Context: an optimization exercise on an open-source flow, tuned for small area and a short achievable clock period. The choices shown serve that exercise and are no tape-out recipe. Only simulation tests tie the RTL to the original design; equivalence was not proved. No activity file was given, so power comes from the tool's default toggle rates.

==> run a <==
==> flow/design.v <==
module id_ne32 (
   input  logic [31:0] a,
   input  logic [31:0] b,
   output logic        y
);
   assign y = a != b;
endmodule
module id_z32 (
   input  logic [31:0] a,
   output logic        y
);
   assign y = a == 32'd0;
endmodule
module id_br_sel (
   input  logic       freeze,
   input  logic       rst,
   input  logic       wb_en,
   input  logic [4:0] wb_dest,
   input  logic [4:0] rs,
   input  logic [4:0] rt,
   input  logic       rs_nz,
   input  logic       rt_nz,
   input  logic       is_bez,
   input  logic       is_bne,
   input  logic       is_jmp,
   input  logic       z_wb,       
   input  logic       z_a,        
   input  logic       ne_ab,      
   input  logic       ne_wb_b,    
   input  logic       ne_a_wb,    
   output logic       taken
);
   logic hit_a, hit_b, a_zero, a_ne_b;
   assign hit_a  = wb_en && wb_dest == rs && rs_nz;
   assign hit_b  = wb_en && wb_dest == rt && rt_nz;
   assign a_zero = hit_a ? z_wb : z_a;
   assign a_ne_b = hit_a ? (!hit_b && ne_wb_b) : (hit_b ? ne_a_wb : ne_ab);
   assign taken  = !freeze && !rst && (is_jmp || (is_bez && a_zero) || (is_bne && a_ne_b));
endmodule
module id_stage #(
   parameter logic [31:0] NOP_WORD = 32'h0000_0000
) (
   input  logic        clk,
   input  logic        rst,
   input  logic [31:0] if_instruction,
   input  logic [31:0] if_pc,
   input  logic        freeze,
   input  logic        wb_en,
   input  logic [4:0]  wb_dest,
   input  logic [31:0] wb_value,
   output logic        branch_taken,
   output logic [31:0] branch_address,
   output logic [3:0]  ex_cmd,
   output logic [31:0] ex_val1,
   output logic [31:0] ex_val2,
   output logic [31:0] ex_st_val,
   output logic [4:0]  ex_dest,
   output logic        ex_wb_en,
   output logic        ex_mem_r_en,
   output logic        ex_mem_w_en,
   output logic [31:0] ex_pc
);
   localparam logic [5:0] OP_ADD  = 6'b000001, OP_SUB  = 6'b000011, OP_AND  = 6'b000101,
                          OP_OR   = 6'b000110, OP_NOR  = 6'b000111, OP_XOR  = 6'b001000,
                          OP_SLA  = 6'b001001, OP_SLL  = 6'b001010, OP_SRA  = 6'b001011,
                          OP_SRL  = 6'b001100, OP_ADDI = 6'b100000, OP_SUBI = 6'b100001,
                          OP_LD   = 6'b100100, OP_ST   = 6'b100101, OP_BEZ  = 6'b101000,
                          OP_BNE  = 6'b101001, OP_JMP  = 6'b101010;
   localparam logic [3:0] CMD_ADD = 4'b0000, CMD_SUB = 4'b0010, CMD_AND = 4'b0100,
                          CMD_OR  = 4'b0101, CMD_NOR = 4'b0110, CMD_XOR = 4'b0111,
                          CMD_SLA = 4'b1000, CMD_SLL = 4'b1001, CMD_SRA = 4'b1010,
                          CMD_SRL = 4'b1011;
   logic [31:1][31:0] rf;
   for (genvar i = 1; i < 32; i++) begin : g_rf
      always_ff @(posedge clk)
         if (wb_en && wb_dest == 5'(i))
            rf[i] <= wb_value;
   end
   logic [31:0] ir;
   logic [31:0] pc_id;
   logic [31:2] tgt_q;         
   logic        valid;
   logic        bez_q, bne_q, jmp_q;    
   logic        rs_nz, rt_nz;           
   logic [31:0] a_q, b_q;               
   logic [5:0]  op;
   logic [4:0]  rs, rt, rd;
   logic [31:0] imm_sext;
   assign op       = ir[31:26];
   assign rs       = ir[25:21];
   assign rt       = ir[20:16];
   assign rd       = ir[15:11];
   assign imm_sext = {{16{ir[15]}}, ir[15:0]};
   logic hit_a, hit_b;
   assign hit_a = wb_en && wb_dest == rs && rs_nz;
   assign hit_b = wb_en && wb_dest == rt && rt_nz;
   logic [4:0]  nrs, nrt;
   logic        nhit_a, nhit_b;
   logic [31:0] a_sel, b_sel;
   logic        a_en, b_en;
   assign nrs    = if_instruction[25:21];
   assign nrt    = if_instruction[20:16];
   assign nhit_a = wb_en && wb_dest == nrs && nrs != 5'd0;
   assign nhit_b = wb_en && wb_dest == nrt && nrt != 5'd0;
   assign a_en   = !freeze || hit_a;
   assign b_en   = !freeze || hit_b;
   always_comb begin
      a_sel[0] = freeze ? hit_a : nhit_a;
      b_sel[0] = freeze ? hit_b : nhit_b;
      for (int i = 1; i < 32; i++) begin
         a_sel[i] = !freeze && !nhit_a && nrs == 5'(i);
         b_sel[i] = !freeze && !nhit_b && nrt == 5'(i);
      end
   end
   function automatic logic [31:0] rf_pick(input logic [31:0] sel);
      rf_pick = {32{sel[0]}} & wb_value;
      for (int i = 1; i < 32; i++)
         rf_pick = rf_pick | ({32{sel[i]}} & rf[i]);
   endfunction
   logic [3:0]  d_cmd;
   logic [4:0]  d_dest;
   logic        d_wb, d_mr, d_mw, use_imm;
   always_comb begin
      d_cmd   = CMD_ADD;
      d_dest  = 5'd0;
      d_wb    = 1'b0;
      d_mr    = 1'b0;
      d_mw    = 1'b0;
      use_imm = 1'b0;
      case (op)
         OP_ADD:  begin d_cmd = CMD_ADD; d_dest = rd; d_wb = 1'b1; end
         OP_SUB:  begin d_cmd = CMD_SUB; d_dest = rd; d_wb = 1'b1; end
         OP_AND:  begin d_cmd = CMD_AND; d_dest = rd; d_wb = 1'b1; end
         OP_OR:   begin d_cmd = CMD_OR;  d_dest = rd; d_wb = 1'b1; end
         OP_NOR:  begin d_cmd = CMD_NOR; d_dest = rd; d_wb = 1'b1; end
         OP_XOR:  begin d_cmd = CMD_XOR; d_dest = rd; d_wb = 1'b1; end
         OP_SLA:  begin d_cmd = CMD_SLA; d_dest = rd; d_wb = 1'b1; end
         OP_SLL:  begin d_cmd = CMD_SLL; d_dest = rd; d_wb = 1'b1; end
         OP_SRA:  begin d_cmd = CMD_SRA; d_dest = rd; d_wb = 1'b1; end
         OP_SRL:  begin d_cmd = CMD_SRL; d_dest = rd; d_wb = 1'b1; end
         OP_ADDI: begin d_cmd = CMD_ADD; d_dest = rt; d_wb = 1'b1; use_imm = 1'b1; end
         OP_SUBI: begin d_cmd = CMD_SUB; d_dest = rt; d_wb = 1'b1; use_imm = 1'b1; end
         OP_LD:   begin d_cmd = CMD_ADD; d_dest = rt; d_wb = 1'b1; d_mr = 1'b1; use_imm = 1'b1; end
         OP_ST:   begin d_cmd = CMD_ADD; d_mw = 1'b1; use_imm = 1'b1; end
         default: ;
      endcase
      if (d_dest == 5'd0)
         d_wb = 1'b0;
   end
   logic is_br;
   assign is_br = bez_q | bne_q | jmp_q;
   logic z_wb, z_a, ne_ab, ne_wb_b, ne_a_wb;
   id_z32  u_z_wb    (.a(wb_value), .y(z_wb));
   id_z32  u_z_a     (.a(a_q), .y(z_a));
   id_ne32 u_ne_ab   (.a(a_q), .b(b_q), .y(ne_ab));
   id_ne32 u_ne_wb_b (.a(wb_value), .b(b_q), .y(ne_wb_b));
   id_ne32 u_ne_a_wb (.a(a_q), .b(wb_value), .y(ne_a_wb));
   id_br_sel u_br (
      .freeze(freeze), .rst(rst), .wb_en(wb_en), .wb_dest(wb_dest), .rs(rs), .rt(rt),
      .rs_nz(rs_nz), .rt_nz(rt_nz), .is_bez(bez_q), .is_bne(bne_q), .is_jmp(jmp_q),
      .z_wb(z_wb), .z_a(z_a), .ne_ab(ne_ab), .ne_wb_b(ne_wb_b), .ne_a_wb(ne_a_wb),
      .taken(branch_taken)
   );
   assign branch_address = is_br ? {tgt_q, pc_id[1:0]} : 32'd0;
   logic [5:0]  nop;
   logic [30:0] ntsum;
   assign nop   = if_instruction[31:26];
   assign ntsum = {if_pc[31:2], 1'b1} + {{14{if_instruction[15]}}, if_instruction[15:0], 1'b1};
   always_ff @(posedge clk) begin
      if (!freeze) begin
         ir    <= if_instruction;
         pc_id <= if_pc;
         tgt_q <= ntsum[30:1];
         rs_nz <= nrs != 5'd0;
         rt_nz <= nrt != 5'd0;
      end
      if (a_en)
         a_q <= rf_pick(a_sel);
      if (b_en)
         b_q <= rf_pick(b_sel);
      if (rst || branch_taken) begin
         valid <= 1'b0;
         bez_q <= 1'b0;
         bne_q <= 1'b0;
         jmp_q <= 1'b0;
      end else if (!freeze) begin
         valid <= 1'b1;
         bez_q <= nop == OP_BEZ;
         bne_q <= nop == OP_BNE;
         jmp_q <= nop == OP_JMP;
      end
   end
   logic        ex_clr, ex_ld, ex_imm_sel;
   logic [15:0] ex_imm;
   logic        va_wb, va_q, vb_wb, vb_q;
   assign ex_clr = rst || (!freeze && (is_br || !valid));
   assign ex_ld  = !freeze || rst;
   assign va_wb  = !ex_clr && hit_a;
   assign va_q   = !ex_clr && !hit_a;
   assign vb_wb  = !ex_clr && hit_b;
   assign vb_q   = !ex_clr && !hit_b;
   always_ff @(posedge clk) begin
      if (ex_ld) begin
         ex_cmd      <= ex_clr ? 4'd0 : d_cmd;
         ex_val1     <= ({32{va_wb}} & wb_value) | ({32{va_q}} & a_q);
         ex_st_val   <= ({32{vb_wb}} & wb_value) | ({32{vb_q}} & b_q);
         ex_imm_sel  <= !ex_clr && use_imm;
         ex_imm      <= ir[15:0];
         ex_dest     <= ex_clr ? 5'd0 : d_dest;
         ex_wb_en    <= !ex_clr && d_wb;
         ex_mem_r_en <= !ex_clr && d_mr;
         ex_mem_w_en <= !ex_clr && d_mw;
         ex_pc       <= ex_clr ? 32'd0 : pc_id;
      end
   end
   assign ex_val2 = ex_imm_sel ? {{16{ex_imm[15]}}, ex_imm} : ex_st_val;
endmodule
==> flow/flow/run.sh <==
#!/bin/bash
# Layout: the standard ORFS flow (standard.sh: standard synthesis, floorplan, power
# grid, placement, CTS, routing), with two changes:
#  * ports are buffered with buf_1 instead of the delay cell buffer_ports picks by default
#    (repair_design/repair_timing still resize them where needed);
#  * the clock tree is built from clkbuf_8 without dummy loads.
# Each tool's full output stays under orfs/logs/; make's own output goes to standard.log.
set -euo pipefail
export BUFFER_PORTS_ARGS="-buffer_cell sky130_fd_sc_hd__buf_1"
export CTS_ARGS="-sink_clustering_enable -repair_clock_nets -buf_list sky130_fd_sc_hd__clkbuf_8 -dont_use_dummy_load"
bash standard.sh > standard.log 2>&1
==> flow/standard.sh <==
#!/bin/bash
# synth_recipe.tcl (not shown) runs the flow's synth.tcl, then flattens the netlist and writes it again
# the make line also repeats each setting of config.mk as NAME=value (left out here)
make -C /OpenROAD-flow-scripts/flow DESIGN_CONFIG=/design/flow/config.mk WORK_HOME=/design/flow/orfs CLKGATE_MAP_FILE= SYNTH_SCRIPT=/design/flow/synth_recipe.tcl "${@:-finish}"
==> flow/config.mk <==
export PLATFORM = sky130hd
export DESIGN_NAME = id_stage
export DESIGN_NICKNAME = id_stage
export VERILOG_FILES = /design/flow/design.v
export SDC_FILE = /design/flow/constraint.sdc
export NUM_CORES = 4
export LEC_CHECK = 0
export CAP_MARGIN = 20
export CORE_MARGIN = 2
export CORE_UTILIZATION = 40
export SETUP_SLACK_MARGIN = 3.0
export SLEW_MARGIN = 20
export SYNTH_HIERARCHICAL = 1
==> flow/constraint.sdc <==
create_clock -name core_clock -period 6.5 [get_ports {clk}]
set_input_delay 1.3000 -clock core_clock [delete_from_list [all_inputs] [get_ports {clk}]]
set_output_delay 1.3000 -clock core_clock [all_outputs]
set_load 0.01 [all_outputs]
==> run b (differences from run a) <==
==> flow/run.sh (new file) <==
#!/bin/bash
# synth_recipe.tcl (not shown) runs the flow's synth.tcl, then flattens the netlist and writes it again
# the make line also repeats each setting of config.mk as NAME=value (left out here)
make -C /OpenROAD-flow-scripts/flow DESIGN_CONFIG=/design/flow/config.mk WORK_HOME=/design/flow/orfs CLKGATE_MAP_FILE= SYNTH_SCRIPT=/design/flow/synth_recipe.tcl finish
removed: flow/flow/run.sh
removed: flow/standard.sh
==> impl_results.rst <==
.. list-table::
   :header-rows: 1

   * - Metric
     - Value
   * - Outcome
     - timing/DRC/antenna clean
   * - Worst setup margin
     - 2010 ps
   * - Critical-path cell with the highest stage delay
     - sky130_fd_sc_hd__a311oi_4
   * - Relative contribution of the clock network to total power
     - 40.5%
   * - Layout buffer count excluding clock buffers
     - 831
   * - Wire length on met2
     - between 100 and 150 mm
   * - Met3 Track Usage GR
     - 22.3%
[end of results for run b]
==> impl_results.rst <==
.. list-table::
   :header-rows: 1

   * - Metric
     - Value
   * - Outcome
     - timing/DRC/antenna clean
   * - Relative contribution of the clock network to total power
     - around a third
   * - Worst setup margin
     - 2110 ps
   * - Met3 Track Usage GR
     - a little over a fifth
   * - Wire length on met2
     - 116 mm
   * - Layout buffer count excluding clock buffers
     - 724
[end of results for run a]

-- static timing again, ports no longer ideal --
The results above use ideal ports. As a check the final layouts listed here were re-extracted and re-timed, cells and wires unchanged.
Step 1 sets driving cells, clkbuf_16 on the clock port and buf_2 on the other inputs (assumed; they add their load-dependent delay and slew).
Step 2, shift: input delay + t, output delay - t, t = (earliest + latest rising clock arrival at the registers) / 2. This alone moves slack from input paths to output paths.
a / b / c = no drivers / after step 1 / after step 2; a / b = the first two.
| run | shift t [ns] | setup WS [ns] | worst hold slack (ns) | worst setup path at the end | worst slew at a driven data input, ns |
|---|---|---|---|---|---|
| run a | 1.019 | 2.114 / 2.041 / 1.884 | 0.416 / 0.416 / 0.416 | input to register | 0.16 |
| run b | 0.877 | 2.015 / 1.981 / 1.966 | 0.420 / 0.420 / 0.420 | input to register | 0.17 |
After both steps setup and hold are still met in every run listed. For run a, which loses most, drivers alone change the setup slack by -0.073 ns; drivers and shift together by -0.230 ns.
